This design comes from an exercise in tuning for a short achievable clock period and few clock cycles per item on the open sky130 flow, not from production work.
Only simulation tests tie the RTL to the original design; equivalence was not proved.
No activity file was given, so power comes from the tool's default toggle rates.

// rv32i_core
module rv32i_core #(
    parameter rv32i_pkg::word_t RESET_PC = '0
) (
    input  logic                clk,
    input  logic                rst_n,
    output logic                instr_read,
    output rv32i_pkg::word_t    instr_addr,
    input  logic                instr_resp,
    input  rv32i_pkg::word_t    instr_rdata,
    output logic                data_read,
    output logic                data_write,
    output rv32i_pkg::byte_en_t data_mbe,
    output rv32i_pkg::word_t    data_addr,
    output rv32i_pkg::word_t    data_wdata,
    input  logic                data_resp,
    input  rv32i_pkg::word_t    data_rdata
);
Size in the first run: about 13000 cells after synthesis, about 2400 flip-flops, ~120000 µm² of cells after synthesis.
make LEC_CHECK=0 CAP_MARGIN=20 CORE_MARGIN=2 CORE_UTILIZATION=30 PLACE_DENSITY=0.35 SETUP_SLACK_MARGIN=3.0 SLEW_MARGIN=20 finish   # period 5.5 ns
run.sh (not shown) runs the stock make flow with config.mk's settings and CLKGATE_MAP_FILE= SYNTH_SCRIPT=/design/flow/synth_recipe.tcl, a recipe that flattens the netlist after the stock synthesis.
Testbench counts at the start, summed over its fixed seeds: cycles 31,524, instrs 25,048.
Next try:
--- a/flow/design.v
+++ b/flow/design.v
@@ -213,14 +213,16 @@
     logic [2:0]  ir_f3;
     logic        ir_add, ir_cmp, ir_cmpu, ir_xor, ir_or, ir_and, ir_sll, ir_sr, ir_sub, ir_sra;
     always_ff @(posedge clk) begin
         if (ir_free) begin
             ir_rs1    <= i2_rs1;
             ir_rs2    <= i2_rs2;
             ir_rd     <= i2_rd;
+            ir_rs1_oh <= i2_rs1_oh;
+            ir_rs2_oh <= i2_rs2_oh;
             ir_rd_oh  <= i2_rd_oh;
             ir_use1   <= i2_use1;
             ir_use2   <= i2_use2;
             ir_wr     <= i2_wr;
             ir_ld     <= i2_ld;
             ir_st     <= i2_st;
             ir_bimm   <= i2_bimm;
@@ -235,18 +237,14 @@
             ir_and    <= i2_and;
             ir_sll    <= i2_sll;
             ir_sr     <= i2_sr;
             ir_sub    <= i2_sub;
             ir_sra    <= i2_sra;
         end
     end
-    always_ff @(posedge clk) begin
-        ir_rs1_oh <= ir_free ? i2_rs1_oh : (32'd1 << ir_rs1);
-        ir_rs2_oh <= ir_free ? i2_rs2_oh : (32'd1 << ir_rs2);
-    end
     logic        e1_valid;
     logic [31:0] e1_a, e1_b, e1_s;
     logic        e1_fa, e1_fb, e1_fs;
     logic        e1_sd;        
     logic [4:0]  e1_sa;        
     logic        e1_fsa;
     logic [4:0]  e1_rd;
Outcome:
- The changed run completed without violations
- area after synthesis climbs by 3.1%
- wire length drops by 1.8%
- setup slack improved by 220 ps
- clock power is about the same
- design area climbs by 1.1%
- die area climbs by 3.1%
- flip-flop and latch count is unchanged
- total power drops by 14%
Testbench counts after the change, summed over its fixed seeds: cycles 31,524, instrs 25,048.

---

Setup of run R:
rv32i_core, a different RTL version from the one above (not shown whole).
Size in the first run: roughly 13000 cells after synthesis, ~2500 flip-flops, ~170 I/O pins, ~120000 um2 of cells after synthesis.
Settings: LEC_CHECK=0, CAP_MARGIN=20, CORE_MARGIN=2, CORE_UTILIZATION=30, PLACE_DENSITY=0.35, SETUP_SLACK_MARGIN=3.0, SLEW_MARGIN=20; clock period 5.5 ns.
Testbench counts of run R, summed over its fixed seeds: cycles 31,042, instrs 25,048.
Input-level comparison between run E and run R:
--- a/flow/design.v
+++ b/flow/design.v
@@ -272,13 +272,13 @@
     logic [31:0] lr_oh;
     logic [31:0] busy;
     logic        mq_ld   [NM];
     logic        mq_st   [NM];
     logic [9:0]  mq_lo   [NM];    
     logic [19:0] mq_hb   [NM];    
-    logic [19:0] mq_ha   [NM];    
+    logic        mq_sg   [NM];    
     logic        mq_hs   [NM];    
     logic [19:0] hd_hi;           
     logic        rq_ld, rq_st;    
     logic [1:0]  mq_off  [NM];
     logic [2:0]  mq_f3   [NM];
     logic [4:0]  mq_rd   [NM];
@@ -507,37 +507,24 @@
             end
             bg[k] = gg[8*k+7] || (p[8*k+7] && c0[8*k+7]);
             bp[k] = pp[8*k+7] && p[8*k+7];
         end
     end
     logic [11:0] ag_lo, ag_g, ag_p, ag_c;
-    logic [19:0] ag_inc, ag_dec, ag_alt;
-    logic [19:0] ag_on, ag_zr;
     logic        ag_sel;
     always_comb begin
         ag_g = e1_a[11:0] & e1_b[11:0];
         ag_p = e1_a[11:0] ^ e1_b[11:0];
         for (int d = 1; d < 12; d = d * 2) begin
             for (int i = 11; i >= d; i--) begin
                 ag_g[i] = ag_g[i] || (ag_p[i] && ag_g[i - d]);
                 ag_p[i] = ag_p[i] && ag_p[i - d];
             end
         end
         ag_c  = {ag_g[10:0], 1'b0};
         ag_lo = e1_a[11:0] ^ e1_b[11:0] ^ ag_c;
-        ag_on = e1_a[31:12];
-        ag_zr = ~e1_a[31:12];
-        for (int d = 1; d < 20; d = d * 2) begin
-            for (int i = 19; i >= d; i--) begin
-                ag_on[i] = ag_on[i] && ag_on[i - d];
-                ag_zr[i] = ag_zr[i] && ag_zr[i - d];
-            end
-        end
-        ag_inc = e1_a[31:12] ^ {ag_on[18:0], 1'b1};
-        ag_dec = e1_a[31:12] ^ {ag_zr[18:0], 1'b1};
-        ag_alt = e1_b[31] ? ag_dec : ag_inc;
         ag_sel = ag_g[11] ^ e1_b[31];
     end
     assign lo2 = ag_lo[1:0];
     assign slc   = a << {sa[4:2], 2'b00};
     assign src_w = $signed({e1_sra && a[31], a}) >>> {sa[4:2], 2'b00};
     assign src   = src_w[31:0];
@@ -668,33 +655,45 @@
     always_ff @(posedge clk) begin
         for (int i = 0; i < NM; i++) begin
             if (mq_pop ? push_behind[i] : push_here[i]) begin
                 mq_lo[i]  <= ag_lo[11:2];
                 mq_off[i] <= ag_lo[1:0];
                 mq_hb[i]  <= e1_a[31:12];
-                mq_ha[i]  <= ag_alt;
+                mq_sg[i]  <= e1_b[31];
                 mq_hs[i]  <= ag_sel;
                 mq_f3[i]  <= e1_f3;
                 mq_rd[i]  <= e1_rd;
                 mq_wr[i]  <= e1_wr;
                 mq_mbe[i] <= st_mbe;
                 mq_wd[i]  <= st_data;
             end else if (mq_pop && i + 1 < NM) begin
                 mq_lo[i]  <= mq_lo[(i + 1) % NM];
                 mq_off[i] <= mq_off[(i + 1) % NM];
                 mq_hb[i]  <= mq_hb[(i + 1) % NM];
-                mq_ha[i]  <= mq_ha[(i + 1) % NM];
+                mq_sg[i]  <= mq_sg[(i + 1) % NM];
                 mq_hs[i]  <= mq_hs[(i + 1) % NM];
                 mq_f3[i]  <= mq_f3[(i + 1) % NM];
                 mq_rd[i]  <= mq_rd[(i + 1) % NM];
                 mq_wr[i]  <= mq_wr[(i + 1) % NM];
                 mq_mbe[i] <= mq_mbe[(i + 1) % NM];
                 mq_wd[i]  <= mq_wd[(i + 1) % NM];
             end
         end
     end
+    function automatic logic [19:0] hi_alt(input logic [19:0] hb, input logic neg);
+        logic [19:0] on, zr;
+        on = hb;
+        zr = ~hb;
+        for (int d = 1; d < 20; d = d * 2) begin
+            for (int i = 19; i >= d; i--) begin
+                on[i] = on[i] && on[i - d];
+                zr[i] = zr[i] && zr[i - d];
+            end
+        end
+        hi_alt = hb ^ (neg ? {zr[18:0], 1'b1} : {on[18:0], 1'b1});
+    endfunction
     always_ff @(posedge clk) begin
         if (!rst_n) begin
             rq_ld <= 1'b0;
             rq_st <= 1'b0;
         end else if (mq_pop ? push_behind[0] : push_here[0]) begin
             rq_ld <= e1_ld && !ag_sel;
@@ -708,15 +707,15 @@
         end
     end
     always_ff @(posedge clk) begin
         if (mq_pop ? push_behind[0] : push_here[0]) begin
             hd_hi <= e1_a[31:12];
         end else if (mq_pop) begin
-            hd_hi <= mq_hs[1] ? mq_ha[1] : mq_hb[1];
+            hd_hi <= mq_hs[1] ? hi_alt(mq_hb[1], mq_sg[1]) : mq_hb[1];
         end else if (!(rq_ld || rq_st)) begin
-            hd_hi <= mq_ha[0];
+            hd_hi <= hi_alt(mq_hb[0], mq_sg[0]);
         end
     end
     assign sh = data_rdata >> {mq_off[0], 3'b000};
     always_comb begin
         case (mq_f3[0])
             3'b000:  ld_val = {{24{sh[7]}}, sh[7:0]};
Results
In summary, run E completed successfully, with a layout that passed the timing, DRC and antenna checks. Looking at critical path class, the reg2reg result is from run E; the reg2out one comes from run R. Diff run R..run E | remaining design rule violation count | unchanged. In the tables for run E and run R, post-detailed-routing wire length reads lower with run E. Area growth from synthesis to layout delta for run E relative to run R: 0.78 points higher. Changes observed in run E relative to run R: sequential power fell by about 2%; final area fell by 0.80%; synthesized area fell by about 1.4%; setup slack fell by 58 ps; mean instance size in the synthesized netlist fell by 2.1%. Of run E and run R, it is run E that has the lower clock tree buffer count of the final layout. Min placed wire-length estimate across run E and run R: run E. Post-route fraction of the period consumed by the critical path was higher in run E than in run R. On shortest period the worst path allows, run R beats run E.
Testbench counts of run E, summed over its fixed seeds: cycles 31,042, instrs 25,048.

## static timing again, ports no longer ideal
The flow's constraints put no driver on any port. The routed layouts listed below were extracted and timed again, unchanged, in two steps. Step 1 (the two cells are an assumption about what drives the block):
set clk [get_ports {clk}]
set_driving_cell -lib_cell sky130_fd_sc_hd__clkbuf_16 $clk
set_driving_cell -lib_cell sky130_fd_sc_hd__buf_2 [delete_from_list [all_inputs] $clk]
Step 2 times the ports against the registers' clock, not the clock port: input delays grow and output delays shrink by t, the midpoint of the rising clock arrivals with the driver on. Three values: ideal ports, drivers, drivers and shift; two values: the first two.
| run | t, ns | slack for setup (ns) | worst setup path after step 2 |
|---|---|---|---|
| the first run of note 1 | 1.095 | 2.461 / 2.461 / 1.900 | input to register |
| the second run of note 1 | 1.073 | 2.681 / 2.681 / 1.926 | input to register |
| run R | 1.069 | 2.771 / 2.658 / 1.986 | input to register |
| run E | 1.068 | 2.714 / 2.699 / 1.865 | input to register |
After both steps setup and hold are still met in every run listed. For run E, which loses most, drivers alone change the setup slack by -0.015 ns; drivers and shift together by -0.849 ns.
